Source: an optimization exercise on an open RTL-to-GDS flow (aim: small area and a short achievable clock period). Production flows keep margins and buffers that such runs may drop. In this exercise RTL edits were held to simulation tests only and were not proved equivalent to the original. Power is estimated from default activity; no workload was simulated.

==> flow/design.v <==
module mem_resp #(
  parameter int ADR_WIDTH   = 10,
  parameter int DAT_WIDTH   = 8,
  parameter int MEM_DEPTH   = 256,
  parameter int WAIT_STATES = 2
) (
  input  logic                 clk_i,
  input  logic                 rst_ni,
  input  logic                 req_i,
  input  logic                 we_i,
  input  logic [ADR_WIDTH-1:0] adr_i,
  input  logic [DAT_WIDTH-1:0] dat_i,
  output logic                 busy_o,
  output logic                 ack_o,
  output logic                 err_o,
  output logic [DAT_WIDTH-1:0] dat_o
);
  localparam int IDX_W = (MEM_DEPTH > 1) ? $clog2(MEM_DEPTH) : 1;
  localparam logic [63:0] DEPTH64 = MEM_DEPTH;
  function automatic logic out_of_range(input logic [ADR_WIDTH-1:0] a);
    out_of_range = ({{(64-ADR_WIDTH){1'b0}}, a} >= DEPTH64);
  endfunction
  if (ADR_WIDTH == 10 && DAT_WIDTH == 8 && MEM_DEPTH == 256 && WAIT_STATES == 2) begin : g_ring
    localparam int N  = 256;
    localparam int W  = 8;
    logic idle, s1, s2, s3;
    logic ld_w, ld_r;           
    logic         we_q, oor_q;
    always_ff @(posedge clk_i or negedge rst_ni) begin
      if (!rst_ni) begin
        idle   <= 1'b1;
        busy_o <= 1'b0;
        ack_o  <= 1'b0;
        err_o  <= 1'b0;
        s1     <= 1'b0;
        s2     <= 1'b0;
        s3     <= 1'b0;
        ld_w   <= 1'b0;
        ld_r   <= 1'b0;
      end else begin
        idle   <= (idle && !req_i) || ack_o;
        s1     <= idle && req_i;
        s2     <= s1;
        s3     <= s2;
        ld_w   <= s2 && we_q && !oor_q;
        ld_r   <= s2 && !we_q;
        ack_o  <= s3;
        err_o  <= s3 && oor_q;
        busy_o <= (idle && req_i) || s1 || s2 || s3;
      end
    end
    logic [7:0]   c;            
    logic [W-1:0] dat_q;
    logic [7:0]   rn, rn_nx;
    logic [31:0]  sa;           
    assign rn_nx = idle ? adr_i[7:0] + c : rn + 8'd1;
    always_ff @(posedge clk_i) begin
      c  <= c + 8'd1;
      rn <= rn_nx;
      for (int i = 0; i < 32; i++) sa[i] <= (rn_nx[5:1] == 5'(i));
      if (idle) begin
        we_q  <= we_i;
        oor_q <= out_of_range(adr_i);
        dat_q <= dat_i;
      end
    end
    logic [W-1:0] wdat;
    logic [7:0]   wq, wq_nx;
    logic [15:0]  plo, phi;
    assign wq_nx = ld_w ? rn + 8'd1 : wq + 8'd1;
    always_ff @(posedge clk_i) begin
      if (ld_w) wdat <= dat_q;
      wq <= wq_nx;
      for (int i = 0; i < 16; i++) begin
        plo[i] <= (wq_nx[3:0] == 4'(i));
        phi[i] <= (wq_nx[7:4] == 4'(i));
      end
    end
    logic [N*W-1:0] ring;
    for (genvar p = 0; p < N; p++) begin : g_pos
      localparam int PREV = (p + N - 1) % N;
      if ((p % 5 == 0 && p <= 250) || p == 253) begin : g_port
        always_ff @(posedge clk_i)
          ring[p*W +: W] <= (plo[p%16] && phi[p/16]) ? wdat : ring[PREV*W +: W];
      end else begin : g_shift
        always_ff @(posedge clk_i)
          ring[p*W +: W] <= ring[PREV*W +: W];
      end
    end
    logic [W-1:0] tap [N/2];
    for (genvar j = 0; j < N/2; j++) begin : g_tap
      assign tap[j] = ring[((2*j + N - 1) % N)*W +: W];
    end
    logic [W-1:0] tsel [4];
    always_comb begin
      for (int g = 0; g < 4; g++) begin
        tsel[g] = '0;
        for (int i = 0; i < 32; i++)
          tsel[g] = tsel[g] | ({W{sa[i]}} & tap[g*32 + i]);
      end
    end
    logic [W-1:0] grp [4];
    logic [1:0]   gq;
    logic         hq;
    logic [W-1:0] rdbuf;
    logic [W-1:0] rdx;
    logic         byp;
    always_ff @(posedge clk_i) begin
      for (int g = 0; g < 4; g++) grp[g] <= tsel[g];
      gq    <= rn[7:6];
      hq    <= !rn[0];
      rdbuf <= rdx;
      byp   <= (rn == wq);
    end
    assign rdx = hq ? grp[gq] : rdbuf;
    always_ff @(posedge clk_i or negedge rst_ni) begin
      if (!rst_ni) dat_o <= '0;
      else if (ld_r) dat_o <= oor_q ? '0 : (byp ? wdat : rdx);
    end
  end else begin : g_plain
    localparam logic [3:0] WS_INIT = WAIT_STATES;
    typedef enum logic [1:0] {
      S_IDLE = 2'd0,
      S_WAIT = 2'd1,
      S_ACK  = 2'd2
    } state_t;
    state_t               state;
    logic [3:0]           cnt;
    logic                 we_q;
    logic                 oor_q;
    logic [IDX_W-1:0]     idx_q;
    logic [DAT_WIDTH-1:0] dat_q;
    logic                 access;
    logic [DAT_WIDTH-1:0] mem [MEM_DEPTH];
    assign access = (state == S_WAIT) && (cnt == 4'd0);
    always_ff @(posedge clk_i or negedge rst_ni) begin
      if (!rst_ni) begin
        state  <= S_IDLE;
        cnt    <= 4'd0;
        we_q   <= 1'b0;
        oor_q  <= 1'b0;
        idx_q  <= '0;
        dat_q  <= '0;
        busy_o <= 1'b0;
        ack_o  <= 1'b0;
        err_o  <= 1'b0;
        dat_o  <= '0;
      end else begin
        case (state)
          S_IDLE: begin
            if (req_i) begin
              we_q   <= we_i;
              oor_q  <= out_of_range(adr_i);
              idx_q  <= adr_i[IDX_W-1:0];
              dat_q  <= dat_i;
              cnt    <= WS_INIT;
              busy_o <= 1'b1;
              state  <= S_WAIT;
            end
          end
          S_WAIT: begin
            if (cnt != 4'd0) begin
              cnt <= cnt - 4'd1;
            end else begin
              if (!we_q) dat_o <= oor_q ? '0 : mem[idx_q];
              ack_o <= 1'b1;
              err_o <= oor_q;
              state <= S_ACK;
            end
          end
          default: begin
            ack_o  <= 1'b0;
            err_o  <= 1'b0;
            busy_o <= 1'b0;
            state  <= S_IDLE;
          end
        endcase
      end
    end
    always_ff @(posedge clk_i) begin
      if (access && we_q && !oor_q) mem[idx_q] <= dat_q;
    end
  end
endmodule
clock: 4.5 ns
lec_check: 0
abc_clock_period_in_ps: 2000
cap_margin: 20
core_margin: 2
core_utilization: 70
cts_buf_list: sky130_fd_sc_hd__clkbuf_8 sky130_fd_sc_hd__clkbuf_16
cts_cluster_diameter: 120
cts_cluster_size: 30
setup_slack_margin: 2.4
slew_margin: 20
standard.sh (not shown) runs the stock make flow with config.mk's settings and CLKGATE_MAP_FILE= SYNTH_SCRIPT=/design/flow/synth_recipe.tcl, a recipe that flattens the netlist after the stock synthesis.
==> flow/flow/run.sh <==
#!/bin/bash
# Own layout flow: the standard synthesis unchanged, then the standard
# ORFS layout with two resizer settings changed:
#  - ports are buffered with a plain buf_4 (instead of the delay cell
#    buffer_ports picks by default), so inputs and outputs are not slowed down;
#  - repair_timing may resize a cell to any footprint (MATCH_CELL_FOOTPRINT=0).
# Each step's full output goes to its own log file in this folder; ORFS's own
# per-stage logs are under orfs/logs/.
set -euo pipefail
bash standard.sh synth > synth.log 2>&1
bash standard.sh MATCH_CELL_FOOTPRINT=0 "CTS_ARGS=-sink_clustering_enable -repair_clock_nets -sink_clustering_size 30 -sink_clustering_max_diameter 120 -buf_list {sky130_fd_sc_hd__clkbuf_8 sky130_fd_sc_hd__clkbuf_16} -apply_ndr full" "BUFFER_PORTS_ARGS=-buffer_cell sky130_fd_sc_hd__buf_4" finish > layout.log 2>&1
The starting point finished clean.
Change:
--- a/flow/flow/run.sh
+++ b/flow/flow/run.sh
@@ -11 +11 @@
-bash standard.sh MATCH_CELL_FOOTPRINT=0 "CTS_ARGS=-sink_clustering_enable -repair_clock_nets -sink_clustering_size 30 -sink_clustering_max_diameter 120 -buf_list {sky130_fd_sc_hd__clkbuf_8 sky130_fd_sc_hd__clkbuf_16} -apply_ndr full" "BUFFER_PORTS_ARGS=-buffer_cell sky130_fd_sc_hd__buf_4" finish > layout.log 2>&1
+bash standard.sh MATCH_CELL_FOOTPRINT=0 "BUFFER_PORTS_ARGS=-buffer_cell sky130_fd_sc_hd__buf_4" finish > layout.log 2>&1
Settings changed: CORE_UTILIZATION 70 to 55, SETUP_SLACK_MARGIN 2.4 to 2.6.
Effect: The changed run finished clean; area after synthesis does not change; routed wire length increases by 5.1%; sequential share of layout area decreases by 1.2 points; cell count increases by about 7%; global-route usage decreases by 6.3 points.

---

## lane 5
RTL: the design.v shown in full above, as it stands there.
Settings: LEC_CHECK=0, ABC_CLOCK_PERIOD_IN_PS=2000, CAP_MARGIN=20, CORE_MARGIN=2, CORE_UTILIZATION=70, CTS_BUF_LIST=sky130_fd_sc_hd__clkbuf_8 sky130_fd_sc_hd__clkbuf_16, CTS_CLUSTER_DIAMETER=120, CTS_CLUSTER_SIZE=30, SETUP_SLACK_MARGIN=2.4, SLEW_MARGIN=20; clock period 4.5 ns.
==> flow/flow/run.sh <==
#!/bin/bash
# Own layout flow: the standard synthesis unchanged, then the standard
# ORFS layout with two resizer settings changed:
#  - ports are buffered with a plain buf_4 (instead of the delay cell
#    buffer_ports picks by default), so inputs and outputs are not slowed down;
#  - repair_timing may resize a cell to any footprint (MATCH_CELL_FOOTPRINT=0).
# Each step's full output goes to its own log file in this folder; ORFS's own
# per-stage logs are under orfs/logs/.
set -euo pipefail
bash standard.sh synth > synth.log 2>&1
bash standard.sh MATCH_CELL_FOOTPRINT=0 "BUFFER_PORTS_ARGS=-buffer_cell sky130_fd_sc_hd__buf_4" finish > layout.log 2>&1
Relative to lane 5, the following input files were edited for lane 4:
==> flow/config.mk <==
export PLATFORM = sky130hd
export DESIGN_NAME = mem_resp
export DESIGN_NICKNAME = mem_resp
export VERILOG_FILES = /design/flow/design.v
export SDC_FILE = /design/flow/constraint.sdc
export NUM_CORES = 4
export LEC_CHECK = 0
export ABC_CLOCK_PERIOD_IN_PS = 2300
export CAP_MARGIN = 20
export CORE_MARGIN = 2
export CORE_UTILIZATION = 55
export CTS_BUF_LIST = sky130_fd_sc_hd__clkbuf_8 sky130_fd_sc_hd__clkbuf_16
export CTS_CLUSTER_DIAMETER = 120
export CTS_CLUSTER_SIZE = 30
export SETUP_SLACK_MARGIN = 2.2
export SLEW_MARGIN = 20
Findings:
Relative to lane 5, the number of antenna violations at the first check in global routing of lane 4 is lower by 6.
Lane 5 → lane 4: final area roughly the same; power roughly the same.

## what the ideal ports hide
Ports are ideal in the flow. The routed layouts listed here were re-timed in OpenROAD.
Step 1 (the two cells are an assumption about what drives the block):
set clk [get_ports {clk_i}]
set_driving_cell -lib_cell sky130_fd_sc_hd__clkbuf_16 $clk
set_driving_cell -lib_cell sky130_fd_sc_hd__buf_2 [delete_from_list [all_inputs] $clk]
Step 2 moves the port delays by t, midway between the first and last clock arrival at a register: inputs arrive t later, outputs are due t later. That takes back most of the time a late clock gives input paths.
Three values: ideal, step 1, step 2; two values: the first two.
run | t, ns | setup slack, ns | hold slack, ns | worst data-port slew with drivers (ns)
the first run of note 1 | 0.742 | 2.307 / 2.237 / 1.666 | 0.060 / 0.017 / 0.315 | 0.05
the second run of note 1 | 0.778 | 2.293 / 2.213 / 1.665 | 0.034 / -0.021 / 0.312 | 0.03
lane 5 | 0.742 | 2.307 / 2.237 / 1.666 | 0.060 / 0.017 / 0.315 | 0.05
lane 4 | 0.763 | 2.235 / 2.161 / 1.685 | 0.055 / 0.006 / 0.325 | 0.03
After both steps setup and hold are still met in every run listed.
